What follows belongs to an exercise in optimizing a design on an open flow for small area and a short achievable clock period; a production flow would make more cautious choices.
In this exercise RTL edits were held to simulation tests only and were not proved equivalent to the original.

===== design.v =====
module store_buffer_fwd #(
  parameter int unsigned ADDR_W = 16,
  parameter int unsigned DATA_W = 8,
  parameter int unsigned DEPTH  = 16,
  localparam int unsigned IDX_W = $clog2(DEPTH)
) (
  input  logic              clk,
  input  logic              rst,
  input  logic              in_valid,
  output logic              in_ready,
  input  logic [ADDR_W-1:0] in_addr,
  input  logic [DATA_W-1:0] in_data,
  input  logic              retire,
  input  logic              flush,
  output logic              mem_valid,
  input  logic              mem_ready,
  output logic [ADDR_W-1:0] mem_addr,
  output logic [DATA_W-1:0] mem_data,
  input  logic [ADDR_W-1:0] ld_addr,
  output logic              ld_hit,
  output logic [DATA_W-1:0] ld_data,
  output logic [IDX_W:0]    count,
  output logic              full,
  output logic              empty
);
  localparam int unsigned PTR_W = IDX_W + 1;
  logic [PTR_W-1:0]  head_q, head_d;
  logic [PTR_W-1:0]  cmt_q, cmt_d;
  logic [PTR_W-1:0]  tail_q, tail_d;
  logic [ADDR_W-1:0] addr_mem [DEPTH];
  logic [DATA_W-1:0] data_mem [DEPTH];
  logic [PTR_W-1:0]  cnt;
  logic              enq;
  logic              ret;
  logic              drn;
  assign cnt      = head_q - tail_q;
  assign count    = cnt;
  assign full     = (cnt == PTR_W'(DEPTH));
  assign empty    = (cnt == '0);
  assign in_ready = !full;
  assign mem_valid = (tail_q != cmt_q);
  assign mem_addr  = addr_mem[tail_q[IDX_W-1:0]];
  assign mem_data  = data_mem[tail_q[IDX_W-1:0]];
  always_comb begin
    enq    = in_valid && !full && !flush;
    ret    = retire && (cmt_q != head_q);
    drn    = mem_valid && mem_ready;
    cmt_d  = cmt_q + PTR_W'(ret);
    head_d = flush ? cmt_d : head_q + PTR_W'(enq);
    tail_d = tail_q + PTR_W'(drn);
  end
  always_ff @(posedge clk or posedge rst) begin
    if (rst) begin
      head_q <= '0;
      cmt_q  <= '0;
      tail_q <= '0;
    end else begin
      head_q <= head_d;
      cmt_q  <= cmt_d;
      tail_q <= tail_d;
    end
  end
  always_ff @(posedge clk) begin
    if (enq) begin
      addr_mem[head_q[IDX_W-1:0]] <= in_addr;
      data_mem[head_q[IDX_W-1:0]] <= in_data;
    end
  end
  logic [DEPTH-1:0] match;
  logic [IDX_W-1:0] slot [DEPTH];
  for (genvar k = 0; k < DEPTH; k++) begin : g_cmp
    assign slot[k]  = tail_q[IDX_W-1:0] + IDX_W'(k);
    assign match[k] = (PTR_W'(k) < cnt) && (addr_mem[slot[k]] == ld_addr);
  end
  always_comb begin
    ld_hit  = 1'b0;
    ld_data = '0;
    for (int k = 0; k < DEPTH; k++) begin
      if (match[k]) begin
        ld_hit  = 1'b1;
        ld_data = data_mem[slot[k]];
      end
    end
  end
endmodule

===== run.sh =====
#!/bin/bash
# synth_recipe.tcl (not shown) runs the flow's synth.tcl, then flattens the netlist and writes it again
# the make line also repeats each setting of config.mk as NAME=value (left out here)
make -C /OpenROAD-flow-scripts/flow DESIGN_CONFIG=/design/flow/config.mk WORK_HOME=/design/flow/orfs CLKGATE_MAP_FILE= SYNTH_SCRIPT=/design/flow/synth_recipe.tcl finish

===== config.mk =====
export PLATFORM = sky130hd
export DESIGN_NAME = store_buffer_fwd
export DESIGN_NICKNAME = store_buffer_fwd
export VERILOG_FILES = /design/flow/design.v
export SDC_FILE = /design/flow/constraint.sdc
export NUM_CORES = 4
export LEC_CHECK = 0
export CAP_MARGIN = 20
export CORE_MARGIN = 2
export CORE_UTILIZATION = 40
export SETUP_SLACK_MARGIN = 0.3
export SLEW_MARGIN = 20

===== constraint.sdc =====
create_clock -name core_clock -period 10.0 [get_ports {clk}]
set_input_delay 2.0000 -clock core_clock [delete_from_list [all_inputs] [get_ports {clk}]]
set_output_delay 2.0000 -clock core_clock [all_outputs]
set_load 0.01 [all_outputs]

==> key figures, run 1 <==
Run status
  • Status: finished clean

Yosys
  • Fraction of registers with async set/reset: 3.76%
  • Netlist Area Pre-Place: ~39000 sq um
  • Synth cell count leaders: mux4_2, edfxtp_1, mux2i_1, xnor2_1, nand2_1
  • Area share of the largest cell type after synthesis: 34.5%
  • Syn Nets: 2913
  • Synth unique cells: 88
  • Main synth FF type: edfxtp_1
  • Top post-synthesis cells by area: mux4_2, edfxtp_1, mux2i_1, xnor2_1, mux4_1
  • Synth Warn #: 2
  • Leading area contributor after synthesis: mux4_2
  • Synth Register Bits: about 400
  • Number of flops mapped to enable cells by yosys: 384
  • Synth Instances: 2848
  • Syn_area_per_cell: 13.9 sq um
  • Sequential area share after synthesis: 30.2%
  • Most frequent cell after synthesis: mux4_2

Clocking
  • Clk Latency, worst-skew pair: 0.65 ns
  • # resized after CTS: 0
  • Clk pin slew, worst setup/hold paths: 0.06 ns
  • Root buffer selected by CTS: clkbuf_16
  • Postcts setup bufs: 0
  • Cts hold-fix bufs: 0
  • TritonCTS clock tree: yes
  • Clock Sinks: 399
  • CTS buffer count: 46
  • H-tree levels: 2
  • CTS max path bufs: 3

Route
  • Final WL: between 150 and 200 mm
  • Routed Antenna Nets: 0
  • Met3 WL: 18.0 mm
  • Top routing layer in use: met5
  • Met2 wire len: 72.2 mm
  • DR iter-0 viols: 4338
  • Total number of vias: slightly above 30000
  • # DRC: 0
  • M1 WL: ~64 mm
  • DR pass1 iterations: 8
  • Number of vias per cell: 7.29
  • Wirelength per Cell: 38.6 um

Global routing
  • Total congestion overflow: 0
  • Largest net degree at the start of global routing: between 100 and 150
  • First-pass GRT wire length: 226 mm
  • Vias in the first global route: 28681
  • GR Util All Layers: 31.4%
  • Initial antenna violation count: 9

STA
  • Least-Margin Pin Slew: about 1.1 ns
  • Final worst path period share: 94.1%
  • Slew Viols, Final: 0
  • Clock skew: 0.0370 ns
  • Max Clk Rate: between 100 and 150 MHz
  • Tmin final: approximately 9.4 ns
  • RSZ-0062 raised after global routing: false
  • Final WS setup: 0.589 ns
  • Final setup vio count: 0
  • Post-route setup TNS: 0 ns
  • Slew HR: 26.5%
  • Final Hold Viols: 0

Cells and area
  • Fraction of layout cells with a size suffix above 1: 31.1%
  • Nets@finish: 2899
  • Finished Core Util: between 40% and 50%
  • Design Area, Final: 43200 sq um
  • P&R area growth vs syn: 9.45%

Place
  • Cell Area, Placed: 41600 sq um
  • Port bufs: 87
  • Pre-CTS setup slack: roughly 1.0 ns
  • RePlAce Congestion: 1.08
  • Final HPWL from detailed placement: about 120 mm

Floorplan
  • Die area: 101000 sq um
  • Rows: roughly 120
  • Die height: 318 um
  • Starting density of the core: 40.2%
  • Core ar.: between 90000 and 100000 sq um
  • # IOs: 88
  • Die span in x: 318 um

Min path
  • Worst hold path type: flip-flop to flip-flop

Critical path
  • Crit Path Max Fanout: a little over 40
  • Crit end category: output pin
  • Worst setup SP type: flip-flop
  • CP required: 8.00 ns
  • Kind of critical path: flip-flop to output pin
  • CP arrival: ~7.4 ns

Job
  • Max-cap viol count: 0
[critical path, cell delays in order (launching register included)]
cell and delay (ns):
dfrtp_4 0.68, inv_4 0.09, ha_4 0.57, buf_12 0.33, mux4_2 0.63, mux4_2 0.51
xnor2_1 0.18, nor4_1 0.54, nand4_1 0.20, or4_1 0.99, nand3_1 0.60, a211oi_1 0.14
o41ai_1 0.40, a32oi_1 0.26, clkdlybuf4s50_1 0.54
[layout make-up]
cell class / count / area (sq um)
fillers: 8691 / 54900
multi-input cells: 2125 / 26000
flip-flops and latches: 399 / 11900
repair buffers: 216 / 1980
well taps: 1287 / 1610
clock buffers: 60 / 1240
clock inverters: 25 / 313
inverters: 46 / 176
diodes: 3 / 7.51
[final timing paths]
| check | cells past startpoint | from | slack [ns] | end |
|---|---|---|---|---|
| max in group asynchronous | 2 | rst | 7.85 | tail_q[3] |
| setup / recovery | 14 | tail_q[0] | 0.59 | ld_data[0] |
| min in group asynchronous | 2 | rst | 1.72 | cmt_q[1] |
| hold / removal | 1 | tail_q[4] | 0.55 | tail_q[4] |
| setup reg to reg | 13 | tail_q[0] | 3.89 | addr_mem[0][2] |
| hold reg to reg | 1 | tail_q[4] | 0.55 | tail_q[4] |
[through the flow]
stage	cells	hold WS [ns]
2_1_floorplan	2848	0.500
3_3_place_gp	4073	0.534
3_5_place_dp	4073	0.532
4_1_cts	4158	0.545
5_1_grt	4158	0.569
6_report	4161	0.546
[state kept, by name, summed over array words and instances (netlist names)]
register	count
addr_mem	256
cmt_q	5
data_mem	128
head_q	5
tail_q	5
[metal layers]
metal / vias up / GRT usage, %
met3: 345 / 7.23
met5: - / 0
li1: 11842 / -
met2: 2150 / 48.1
met1: 15967 / 44.0
met4: 12 / 11.0
[cell usage in the layout, fill, tap and decap left out, types with 12 or more instances in the layout]
master,instances
clkbuf_16,47
mux2_2,20
inv_1,38
nor2_1,80
a31oi_1,13
nand3_1,100
mux4_1,52
nor2_4,12
nand4_1,44
a22oi_1,19
clkdlybuf4s50_1,87
a21oi_1,34
nand2_1,183
mux2i_1,304
o21ai_0,74
xor2_1,71
ha_1,15
nor3_1,24
nor4_1,29
a211oi_1,24
buf_4,118
o211ai_1,17
and2_1,17
xnor2_1,213
edfxtp_1,384
mux4_2,604
[cells by family (layout without fill, tap and decap cells)]
kind of cell	Yosys count	after routing	share of synthesized area, %
AOI/OAI and AO/OA	289	289	5.03
xor gates and xnor gates	296	296	6.61
adders and majority gates	19	19	0.621
buffers and inverters	324	347	4.80
DFF	399	399	30.2
muxes	980	980	46.2
other	0	3	0
and+or+nand+nor	541	541	6.58
==> run 2, diff against run 1 <==
--- a/design.v
+++ b/design.v
@@ -66,20 +66,33 @@
       data_mem[head_q[IDX_W-1:0]] <= in_data;
     end
   end
-  logic [DEPTH-1:0] match;
-  logic [IDX_W-1:0] slot [DEPTH];
-  for (genvar k = 0; k < DEPTH; k++) begin : g_cmp
-    assign slot[k]  = tail_q[IDX_W-1:0] + IDX_W'(k);
-    assign match[k] = (PTR_W'(k) < cnt) && (addr_mem[slot[k]] == ld_addr);
+  logic [DEPTH-1:0] below_h, ge_t, live;
+  logic             wrap;
+  assign wrap = head_q[IDX_W] ^ tail_q[IDX_W];
+  for (genvar i = 0; i < DEPTH; i++) begin : g_live
+    assign below_h[i] = IDX_W'(i) < head_q[IDX_W-1:0];
+    assign ge_t[i]    = IDX_W'(i) >= tail_q[IDX_W-1:0];
+    assign live[i]    = wrap ? (below_h[i] | ge_t[i]) : (below_h[i] & ge_t[i]);
+  end
+  logic [DEPTH-1:0] match, m_lo, m_hi;
+  for (genvar i = 0; i < DEPTH; i++) begin : g_cmp
+    assign match[i] = live[i] && (addr_mem[i] == ld_addr);
+  end
+  assign m_lo = match & below_h;
+  assign m_hi = match & ~below_h;
+  logic [DEPTH-1:0] sel;
+  logic             any_lo;
+  assign any_lo = |m_lo;
+  always_comb begin
+    for (int i = 0; i < DEPTH; i++) begin
+      sel[i] = (m_lo[i] && !(|(m_lo >> (i + 1)))) ||
+               (!any_lo && m_hi[i] && !(|(m_hi >> (i + 1))));
+    end
   end
   always_comb begin
-    ld_hit  = 1'b0;
+    ld_hit  = |match;
     ld_data = '0;
-    for (int k = 0; k < DEPTH; k++) begin
-      if (match[k]) begin
-        ld_hit  = 1'b1;
-        ld_data = data_mem[slot[k]];
-      end
-    end
+    for (int i = 0; i < DEPTH; i++)
+      ld_data = ld_data | (data_mem[i] & {DATA_W{sel[i]}});
   end
 endmodule
--- a/config.mk
+++ b/config.mk
@@ -8,5 +8,5 @@
 export CAP_MARGIN = 20
 export CORE_MARGIN = 2
 export CORE_UTILIZATION = 40
-export SETUP_SLACK_MARGIN = 0.3
+export SETUP_SLACK_MARGIN = 3.5
 export SLEW_MARGIN = 20
==> key figures, run 2 <==
Yosys
  • Synth Register Bits: 399 (unchanged)
  • Most frequent cell after synthesis: edfxtp_1 (was mux4_2)
  • Sequential area share after synthesis: 55.7% (was 30.2%)
  • Syn_area_per_cell: 14.5 sq um (was 13.9 sq um)
  • Number of flops mapped to enable cells by yosys: 384 (unchanged)
  • Synth cell count leaders: edfxtp_1, xor2_1, mux4_2, xnor2_1, nor2_1 (was mux4_2, edfxtp_1, mux2i_1, xnor2_1, nand2_1)
  • Leading area contributor after synthesis: edfxtp_1 (was mux4_2)
  • Synth unique cells: 84 (was 88)
  • Area share of the largest cell type after synthesis: 53.9% (was 34.5%)
  • Main synth FF type: edfxtp_1 (unchanged)
  • Netlist Area Pre-Place: 21400 sq um (was 39500 sq um)
  • Syn Nets: 1533 (was 2913)
  • Synth Instances: 1476 (was 2848)
  • Top post-synthesis cells by area: edfxtp_1, mux4_2, xor2_1, xnor2_1, dfrtp_1 (was mux4_2, edfxtp_1, mux2i_1, xnor2_1, mux4_1)
  • Synth Warn #: 1 (was 2)
  • Fraction of registers with async set/reset: 3.76% (unchanged)

Floorplan
  • Rows: 84 (was 115)
  • Die area: 55400 sq um (was 101000 sq um)
  • Starting density of the core: 40.5% (was 40.2%)
  • Die span in x: 235 um (was 318 um)
  • Die height: 235 um (was 318 um)
  • Core ar.: 52800 sq um (was 98100 sq um)
  • # IOs: 88 (unchanged)

Route
  • Number of vias per cell: 6.50 (was 7.29)
  • Routed Antenna Nets: 0 (unchanged)
  • DR iter-0 viols: 2806 (was 4338)
  • Wirelength per Cell: 34.7 um (was 38.6 um)
  • Total number of vias: 15689 (was 30316)
  • DR pass1 iterations: 8 (unchanged)
  • Final WL: 83.8 mm (was 161 mm)
  • # DRC: 0 (unchanged)

Clocking
  • Clock Sinks: 399 (unchanged)
  • Cts hold-fix bufs: 0 (unchanged)
  • CTS buffer count: 45 (was 46)
  • H-tree levels: 2 (unchanged)
  • Clk pin slew, worst setup/hold paths: 0.06 ns (about the same)
  • Root buffer selected by CTS: clkbuf_16 (unchanged)
  • CTS max path bufs: 3 (unchanged)
  • Clk Latency, worst-skew pair: 0.63 ns (was 0.65 ns)
  • TritonCTS clock tree: yes (unchanged)

STA
  • Final WS setup: 2.43 ns (was 0.589 ns)
  • Post-route setup TNS: 0 ns (unchanged)
  • Max Clk Rate: 132 MHz (was 106 MHz)
  • Final setup vio count: 0 (unchanged)
  • Final worst path period share: 75.7% (was 94.1%)
  • Least-Margin Pin Slew: 1.04 ns (was 1.09 ns)
  • RSZ-0062 raised after global routing: true (was false)
  • Tmin final: 7.57 ns (was 9.41 ns)
  • Slew HR: 30.5% (was 26.5%)
  • Slew Viols, Final: 0 (unchanged)
  • Final Hold Viols: 0 (unchanged)
  • Clock skew: 0.0526 ns (was 0.0370 ns)
  • Tightest hold margin: 0.563 ns (was 0.546 ns)

Cells and area
  • P&R area growth vs syn: 28.5% (was 9.45%)
  • Commonest non-fill, non-tap cells in the layout: edfxtp_1, buf_4, xor2_1 (was mux4_2, edfxtp_1, mux2i_1)
  • Flip-flop count of the largest register after layout: 256 (unchanged)
  • Post-route insts no fill: 2415 (was 4161)
  • Fraction of layout cells with a size suffix above 1: 34.7% (was 31.1%)
  • Fillers: 4350 (was 8691)
  • Most common cell after layout, fill and taps aside: edfxtp_1 (was mux4_2)
  • Nets@finish: 1746 (was 2899)

Place
  • Final HPWL from detailed placement: 57.5 mm (was 115 mm)
  • Placed cells: 2218 (was 4073)
  • Pre-CTS setup slack: 0.553 ns (was 1.04 ns)
  • RePlAce Congestion: 1.04 (was 1.08)
  • Port bufs: 87 (unchanged)

Critical path
  • CP arrival: 5.57 ns (was 7.41 ns)
  • Crit Path Max Fanout: 8 (was 41)
  • CP required: 8.00 ns (about the same)
  • Reg2reg end: addr_mem[6][0] (was addr_mem[0][2])
  • Reg2reg start: tail_q[1] (was tail_q[0])
  • R2r worst-path depth: 13 (unchanged)
  • Reg2Reg Setup Slack: 4.89 ns (was 3.89 ns)
  • Kind of critical path: input port to output pin (was flip-flop to output pin)
  • Crit end category: output pin (unchanged)
  • Worst setup SP type: input port (was flip-flop)

Min path
  • Worst hold path type: flip-flop to flip-flop (unchanged)
  • Hold Path End: cmt_q[4] (was tail_q[4])
  • Hold_sp: cmt_q[4] (was tail_q[4])
  • WHS Path Cells: 1 (unchanged)

Global routing
  • Vias in the first global route: 15221 (was 28681)
  • GR Util All Layers: 30.1% (was 31.4%)
  • Total congestion overflow: 0 (unchanged)
  • First-pass GRT wire length: 118 mm (was 226 mm)
  • Largest net degree at the start of global routing: 48 (was 129)
  • Initial antenna violation count: 3 (was 9)

Run status
  • Status: finished clean (unchanged)

Job
  • Max-cap viol count: 0 (unchanged)
-- run 2: changes by cell type after synthesis, sizes merged, moves of 48 or more --
cell,change
mux4,-536
mux2i,-302
nand3,-66
xnor2,-107
clkbuf,-60
o21ai,-48
buf,-121
xor2,+88
nand2,-128
-- run 2: metrics by stage --
stage | cell area [sq um] | util, %
floorplan | 21500 | -
global placement | 23200 | 44.0
detailed placement | 23200 | 44.0
CTS | 26900 | 51.0
global route | 27500 | 52.1
finish | 27500 | 52.1
-- run 2: final cells by class --
class	instances	area (sq um)	share of cell area [%]
flip-flops and latches	399	11900	43.3
repair buffers	260	2570	9.37
diodes	1	2.50	0.00910
inverters	29	109	0.396
multi-input cells	954	10500	38.1
well taps	688	861	3.13
clock inverters	34	423	1.54
clock buffers	50	1140	4.16
-- run 2: cells by family (layout without fill, tap and decap cells) --
kind of cell	Yosys count	count (layout)	share of synthesized area, %
buffers and inverters	124	373	3.33
flip-flops	399	399	55.7
multiplexers	124	124	12.8
AND/OR/NAND/NOR	345	346	9.16
other	0	1	0
AO/OA/AOI/OAI	194	194	6.80
adder cells (fa/ha/maj)	13	13	0.772
XOR/XNOR	277	277	11.4
-- run 2: worst max-delay path, stage by stage --
cell,delay [ns]
buf_8,0.11
buf_12,0.14
xnor2_2,0.12
nand4_1,0.25
or4_4,0.64
o22a_1,0.24
nor4b_4,0.15
buf_6,0.15
a32o_1,0.20
or4_1,0.48
or4_4,0.48
or4_4,0.45
buf_6,0.14
-- run 2: per-layer routing --
layer	GRT usage [%]	vias up	routed length [um]
met4	7.97	4	2580
li1	-	6251	-
met1	44.0	8080	34100
met2	44.1	1175	36200
met3	8.70	179	11000
met5	0	-	30
-- run 2: worst max-delay path by stage --
stage	from	slack [ns]	endpoint
finish	ld_addr[5]	2.43	ld_data[5]
global route	ld_addr[5]	2.38	ld_data[5]
CTS	ld_addr[0]	2.33	ld_data[5]
detailed placement	ld_addr[12]	0.55	ld_data[5]
global placement	ld_addr[12]	0.49	ld_data[5]
floorplan	ld_addr[1]	2.98	ld_data[5]
-- run 2: timing repair --
| action | 4_1_cts | 5_1_grt |
|---|---|---|
| pin swaps | 88 | 43 |
| endpoints found under the setup margin | 9 | 9 |
| gates resized for setup | 362 | 71 |
| gates cloned | 6 | 1 |
| buffers inserted | 78 | 27 |
==> run 3, diff against run 2 <==
--- a/config.mk
+++ b/config.mk
@@ -8,5 +8,5 @@
 export CAP_MARGIN = 20
 export CORE_MARGIN = 2
 export CORE_UTILIZATION = 40
-export SETUP_SLACK_MARGIN = 3.5
+export SETUP_SLACK_MARGIN = 5
 export SLEW_MARGIN = 20
==> key figures, run 3 <==
Cells and area
  • Finished Core Util: 51.6% (was 52.1%)
  • Design Area, Final: 27200 sq um (was 27500 sq um)
  • Most common cell after layout, fill and taps aside: edfxtp_1 (unchanged)
  • Fraction of layout cells with a size suffix above 1: 34.5% (was 34.7%)
  • P&R area growth vs syn: 27.3% (was 28.5%)
  • ANT cells: 0 (was 1)
  • Nets@finish: 1768 (was 1746)
  • Commonest non-fill, non-tap cells in the layout: edfxtp_1, xor2_1, buf_4 (was edfxtp_1, buf_4, xor2_1)
  • Flip-flop count of the largest register after layout: 256 (unchanged)

Clocking
  • Clock Sinks: 399 (unchanged)
  • TritonCTS clock tree: yes (unchanged)
  • Cts hold-fix bufs: 0 (unchanged)
  • Root buffer selected by CTS: clkbuf_16 (unchanged)
  • H-tree levels: 2 (unchanged)
  • CTS max path bufs: 3 (unchanged)
  • Clk Latency, worst-skew pair: 0.60 ns (was 0.63 ns)
  • CTS buffer count: 42 (was 45)
  • Clk pin slew, worst setup/hold paths: 0.06 ns (about the same)

Min path
  • Worst hold path type: flip-flop to flip-flop (unchanged)

Yosys
  • Synth unique cells: 84 (unchanged)
  • Top post-synthesis cells by area: edfxtp_1, mux4_2, xor2_1, xnor2_1, dfrtp_1 (unchanged)
  • Syn_area_per_cell: 14.5 sq um (unchanged)
  • Synth Instances: 1476 (unchanged)
  • Sequential area share after synthesis: 55.7% (unchanged)
  • Synth Register Bits: 399 (unchanged)
  • Synth cell count leaders: edfxtp_1, xor2_1, mux4_2, xnor2_1, nor2_1 (unchanged)
  • Most frequent cell after synthesis: edfxtp_1 (unchanged)
  • Main synth FF type: edfxtp_1 (unchanged)
  • Fraction of registers with async set/reset: 3.76% (unchanged)
  • Syn Nets: 1533 (unchanged)
  • Netlist Area Pre-Place: 21400 sq um (unchanged)
  • Number of flops mapped to enable cells by yosys: 384 (unchanged)
  • Synth Warn #: 1 (unchanged)
  • Area share of the largest cell type after synthesis: 53.9% (unchanged)
  • Leading area contributor after synthesis: edfxtp_1 (unchanged)

Route
  • Total number of vias: 15712 (was 15689)
  • # DRC: 0 (unchanged)
  • DR pass1 iterations: 10 (was 8)
  • Wirelength per Cell: 32.9 um (was 34.7 um)
  • Final WL: 80.0 mm (was 83.8 mm)
  • Routed Antenna Nets: 0 (unchanged)
  • Number of vias per cell: 6.47 (was 6.50)
  • DR iter-0 viols: 2776 (was 2806)

Floorplan
  • Core ar.: 52800 sq um (unchanged)
  • Rows: 84 (unchanged)
  • Die span in x: 235 um (unchanged)
  • Die height: 235 um (unchanged)
  • Starting density of the core: 40.5% (unchanged)
  • # IOs: 88 (unchanged)
  • Die area: 55400 sq um (unchanged)

Critical path
  • Crit Path Max Fanout: 5 (was 8)
  • Largest stage delay, worst path: 0.49 ns (was 0.64 ns)
  • CP required: 8.00 ns (about the same)
  • CP arrival: 5.69 ns (was 5.57 ns)
  • Buf/Inv on CP: 5 (was 4)
  • Reg2Reg Setup Slack: 5.26 ns (was 4.89 ns)
  • Worst setup SP type: input port (unchanged)
  • Kind of critical path: input port to output pin (unchanged)
  • Crit end category: output pin (unchanged)
  • Worst-path cell chain: buf_8 -> bufbuf_16 -> buf_4 -> xnor2_2 -> nand4_1 -> buf_4 -> or4b_4 -> and4_1 -> or4bb_4 -> o22ai_1 -> or4_1 -> or4_4 -> or4_4 -> buf_6 (was buf_8 -> buf_12 -> xnor2_2 -> nand4_1 -> or4_4 -> o22a_1 -> nor4b_4 -> buf_6 -> a32o_1 -> or4_1 -> or4_4 -> or4_4 -> buf_6)
  • Delay-heaviest family, CP: simple AND/OR/NAND/NOR gates (unchanged)
  • Slowest cell on crit path: or4b_4 (was or4_4)

STA
  • Slew HR: 21.0% (was 30.5%)
  • Final Hold Viols: 0 (unchanged)
  • Tmin final: 7.69 ns (was 7.57 ns)
  • Max Clk Rate: 130 MHz (was 132 MHz)
  • RSZ-0062 raised after global routing: true (unchanged)
  • Post-route setup TNS: 0 ns (unchanged)
  • Clock skew: 0.0201 ns (was 0.0526 ns)
  • Final worst path period share: 76.9% (was 75.7%)
  • Final setup vio count: 0 (unchanged)
  • Slew Viols, Final: 0 (unchanged)
  • Least-Margin Pin Slew: 1.17 ns (was 1.04 ns)

Global routing
  • Total congestion overflow: 0 (unchanged)
  • Largest net degree at the start of global routing: 40 (was 48)
  • GR Util All Layers: 28.6% (was 30.1%)
  • First-pass GRT wire length: 113 mm (was 118 mm)
  • Vias in the first global route: 14952 (was 15221)
  • Initial antenna violation count: 1 (was 3)

Place
  • Port bufs: 87 (unchanged)
  • Cell Area, Placed: 23300 sq um (was 23200 sq um)
  • RePlAce Congestion: 0.980 (was 1.04)
  • Final HPWL from detailed placement: 53.4 mm (was 57.5 mm)

Run status
  • Status: finished clean (unchanged)

Job
  • Max-cap viol count: 0 (unchanged)
## run 3: cell types whose count changed in the layout (fill, tap and decap cells not counted), moves of 5 or more
| cell | change |
|---|---|
| nor4_4 | -6 |
| nor4_1 | +7 |
| bufinv_16 | -6 |
| clkdlybuf4s50_1 | -30 |
| xor2_1 | +16 |
| buf_16 | +7 |
| buf_8 | +5 |
| xor2_2 | -12 |
| dlygate4sd2_1 | +10 |
| buf_6 | +19 |
| xnor2_1 | +5 |
| xnor2_4 | -7 |
## run 3: what timing repair did
item,4_1_cts,5_1_grt
setup buffers,106,21
gates cloned,7,1
endpoints found under the setup margin,223,31
hold endpoints to repair,0,0
gates resized for setup,442,59
pin swaps,71,40
## run 3: path summary, 6_finish.rpt
check,from,to,cells after the start
min reg2reg,cmt_q[4],cmt_q[4],1
max in group asynchronous,rst,tail_q[0],2
min,cmt_q[4],cmt_q[4],1
min in group asynchronous,rst,head_q[3],2
max,ld_addr[14],ld_data[5],14
max reg2reg,tail_q[0],addr_mem[14][6],15
## run 3: area by class of cell
type / count / area (sq um)
sequential: 399 / 11900
inverter: 29 / 109
timing repair buffer: 286 / 3010
multi-input combinational: 953 / 10100
fill: 4353 / 25500
clock inverter: 26 / 223
clock buffer: 48 / 1070
tap: 688 / 861
## run 3: metrics by stage
stage / instances / hold slack (ns) / setup slack, ns
after floorplan: 1476 / 0.522 / 2.98
after global placement: 2214 / 0.555 / 0.769
after detailed placement: 2218 / 0.558 / 0.747
after CTS: 2405 / 0.571 / 2.31
after global routing: 2429 / 0.614 / 2.27
final: 2429 / 0.574 / 2.31
## run 3: logic make-up (layout without fill, tap and decap cells)
logic type	Yosys count	in the layout	synth area share, %
buf+inv	124	389	3.33
mux	124	124	12.8
flops	399	399	55.7
compound gates	194	194	6.80
xor+xnor	277	277	11.4
fa+ha+maj	13	13	0.772
simple gates	345	345	9.16
## run 3: metal layers
metal	vias to the layer above	track usage [%]	share of wire [%]
met3	161	7.97	14
met1	7990	42.3	41
met5	-	0	0
li1	6305	-	-
met4	0	6.41	2.6
met2	1256	41.9	43
==> run 4, diff against run 3 <==
--- a/config.mk
+++ b/config.mk
@@ -8,5 +8,5 @@
 export CAP_MARGIN = 20
 export CORE_MARGIN = 2
 export CORE_UTILIZATION = 40
-export SETUP_SLACK_MARGIN = 5
+export SETUP_SLACK_MARGIN = 0.3
 export SLEW_MARGIN = 20
==> key figures, run 4 <==
Job
  • Max-cap viol count: 0 (unchanged)

Yosys
  • Synth unique cells: 84 (unchanged)
  • Synth cell count leaders: edfxtp_1, xor2_1, mux4_2, xnor2_1, nor2_1 (unchanged)
  • Number of flops mapped to enable cells by yosys: 384 (unchanged)
  • Area share of the largest cell type after synthesis: 53.9% (unchanged)
  • Synth Instances: 1476 (unchanged)
  • Syn Nets: 1533 (unchanged)
  • Synth Warn #: 1 (unchanged)
  • Most frequent cell after synthesis: edfxtp_1 (unchanged)
  • Fraction of registers with async set/reset: 3.76% (unchanged)
  • Top post-synthesis cells by area: edfxtp_1, mux4_2, xor2_1, xnor2_1, dfrtp_1 (unchanged)
  • Synth Register Bits: 399 (unchanged)
  • Sequential area share after synthesis: 55.7% (unchanged)
  • Netlist Area Pre-Place: 21400 sq um (unchanged)
  • Leading area contributor after synthesis: edfxtp_1 (unchanged)
  • Main synth FF type: edfxtp_1 (unchanged)
  • Syn_area_per_cell: 14.5 sq um (unchanged)

STA
  • Slew HR: 23.9% (was 21.0%)
  • Slew Viols, Final: 0 (unchanged)
  • Clock skew: 0.0149 ns (was 0.0201 ns)
  • Post-route setup TNS: 0 ns (unchanged)
  • Final setup vio count: 0 (unchanged)
  • Max Clk Rate: 104 MHz (was 130 MHz)
  • Final worst path period share: 96.1% (was 76.9%)
  • Tmin final: 9.61 ns (was 7.69 ns)
  • Least-Margin Pin Slew: 1.14 ns (was 1.17 ns)
  • Final Hold Viols: 0 (unchanged)
  • RSZ-0062 raised after global routing: false (was true)

Clocking
  • CTS max path bufs: 3 (unchanged)
  • Clk Latency, worst-skew pair: 0.59 ns (was 0.60 ns)
  • Root buffer selected by CTS: clkbuf_16 (unchanged)
  • H-tree levels: 2 (unchanged)
  • TritonCTS clock tree: yes (unchanged)
  • # resized after CTS: 0 (was 442)
  • Cts hold-fix bufs: 0 (unchanged)
  • Clock Sinks: 399 (unchanged)
  • Postcts setup bufs: 0 (was 106)
  • Clk pin slew, worst setup/hold paths: 0.06 ns (about the same)
  • CTS buffer count: 43 (was 42)

Cells and area
  • P&R area growth vs syn: 15.1% (was 27.3%)
  • Commonest non-fill, non-tap cells in the layout: edfxtp_1, xor2_1, mux4_2 (was edfxtp_1, xor2_1, buf_4)
  • Post-route insts no fill: 2296 (was 2429)
  • Fraction of layout cells with a size suffix above 1: 18.8% (was 34.5%)
  • Flip-flop count of the largest register after layout: 256 (unchanged)
  • ANT cells: 0 (unchanged)
  • Nets@finish: 1633 (was 1768)
  • Most common cell after layout, fill and taps aside: edfxtp_1 (unchanged)

Route
  • DR pass1 iterations: 9 (was 10)
  • # DRC: 0 (unchanged)
  • Wirelength per Cell: 32.8 um (was 32.9 um)
  • Total number of vias: 14690 (was 15712)
  • DR iter-0 viols: 2856 (was 2776)
  • Number of vias per cell: 6.40 (was 6.47)
  • Final WL: 75.3 mm (was 80.0 mm)
  • Routed Antenna Nets: 0 (unchanged)

Floorplan
  • Die area: 55400 sq um (unchanged)
  • Die span in x: 235 um (unchanged)
  • # IOs: 88 (unchanged)
  • Core ar.: 52800 sq um (unchanged)
  • Rows: 84 (unchanged)
  • Starting density of the core: 40.5% (unchanged)
  • Die height: 235 um (unchanged)

Critical path
  • CP arrival: 7.61 ns (was 5.69 ns)
  • Kind of critical path: input port to output pin (unchanged)
  • Worst setup SP type: input port (unchanged)
  • CP required: 8.00 ns (about the same)
  • Reg2Reg Setup Slack: 4.76 ns (was 5.26 ns)
  • Crit end category: output pin (unchanged)
  • Crit Path Max Fanout: 12 (was 5)

Global routing
  • First-pass GRT wire length: 107 mm (was 113 mm)
  • Vias in the first global route: 13981 (was 14952)
  • Total congestion overflow: 0 (unchanged)
  • GR Util All Layers: 27.0% (was 28.6%)
  • Largest net degree at the start of global routing: 51 (was 40)
  • Initial antenna violation count: 0 (was 1)

Run status
  • Status: finished clean (unchanged)

Place
  • Placed cells: 2217 (was 2218)
  • Final HPWL from detailed placement: 52.8 mm (was 53.4 mm)
  • RePlAce Congestion: 0.964 (was 0.980)
  • Port bufs: 87 (unchanged)

Min path
  • Worst hold path type: flip-flop to flip-flop (unchanged)
[run 4: metal layers]
metal / GRT usage, % / up-vias / wire length [um]
met5: 0 / - / 0
met2: 38.3 / 1003 / 31800
met1: 42.0 / 7566 / 32800
met3: 6.68 / 96 / 9390
li1: - / 6025 / -
met4: 5.02 / 0 / 1360
[run 4: final timing paths]
| kind | start | end | depth (start not counted) |
|---|---|---|---|
| setup / recovery | ld_addr[6] | ld_data[5] | 14 |
| hold / removal | cmt_q[4] | cmt_q[4] | 1 |
| setup reg to reg | tail_q[0] | addr_mem[10][1] | 12 |
| hold reg to reg | cmt_q[4] | cmt_q[4] | 1 |
| max in group asynchronous | rst | tail_q[1] | 2 |
| min in group asynchronous | rst | tail_q[4] | 2 |
[run 4: cell families after synthesis]
kind of cell             count (synthesis)  share of synthesized area, %
flip-flops                             399                          55.7
AND/OR/NAND/NOR                        345                          9.16
AO/OA/AOI/OAI                          194                          6.80
XOR/XNOR                               277                          11.4
buffers and inverters                  124                          3.33
multiplexers                           124                          12.8
adder cells (fa/ha/maj)                 13                         0.772
[run 4: critical path: stages]
cell,delay [ns]
clkdlybuf4s50_1,0.86
buf_4,0.29
xor2_1,0.47
nor4_1,0.22
nand4_1,0.29
o22ai_2,0.16
nor4b_4,0.74
o211ai_1,0.44
or2_2,0.54
o22ai_1,0.42
buf_4,0.23
a32o_1,0.22
or4_1,0.17
clkdlybuf4s50_1,0.55
[run 4: layout make-up]
| cell class | instances | area [sq um] |
|---|---|---|
| clock buffer | 51 | 1130 |
| timing repair buffer | 150 | 1400 |
| multi-input combinational | 953 | 8910 |
| tap | 688 | 861 |
| fill | 4633 | 28100 |
| inverter | 29 | 109 |
| clock inverter | 26 | 305 |
| sequential | 399 | 11900 |
[run 4: through the flow]
stage,utilization [%],setup slack (ns),hold slack [ns],area (sq um)
6_report,46.7,0.389,0.561,24600
5_1_grt,46.7,0.335,0.595,24600
4_1_cts,46.6,0.553,0.568,24600
3_5_place_dp,43.8,0.564,0.558,23100
3_3_place_gp,43.8,0.575,0.551,23100
2_1_floorplan,-,2.84,0.522,21400

-- re-timing with driven ports --
How much do the figures lean on ideal ports? The routed layouts below were timed once more, with nothing changed but the port constraints. Step 1: set_driving_cell puts a clkbuf_16 on clk and a buf_2 on each other input, an assumption about the parent block. Step 2 times the ports against the registers' clock, not the clock port: input delays grow and output delays shrink by t, the midpoint of the rising clock arrivals with the driver on. Three values: no drivers, after step 1, after step 2; two values: the first two.
| run | t, ns | setup WS [ns] | latest minus earliest clock arrival (ns) |
|---|---|---|---|
| run 1 | 0.708 | 0.589 / 0.518 / 0.633 | 0.054 / 0.054 |
| run 2 | 0.655 | 2.430 / 2.393 / 2.393 | 0.052 / 0.053 |
| run 3 | 0.650 | 2.313 / 2.273 / 2.273 | 0.026 / 0.026 |
| run 4 | 0.633 | 0.389 / 0.367 / 0.367 | 0.020 / 0.021 |
After both steps setup and hold are still met in every run listed. For run 3, which loses most, drivers alone change the setup slack by -0.040 ns; drivers and shift together by -0.040 ns.
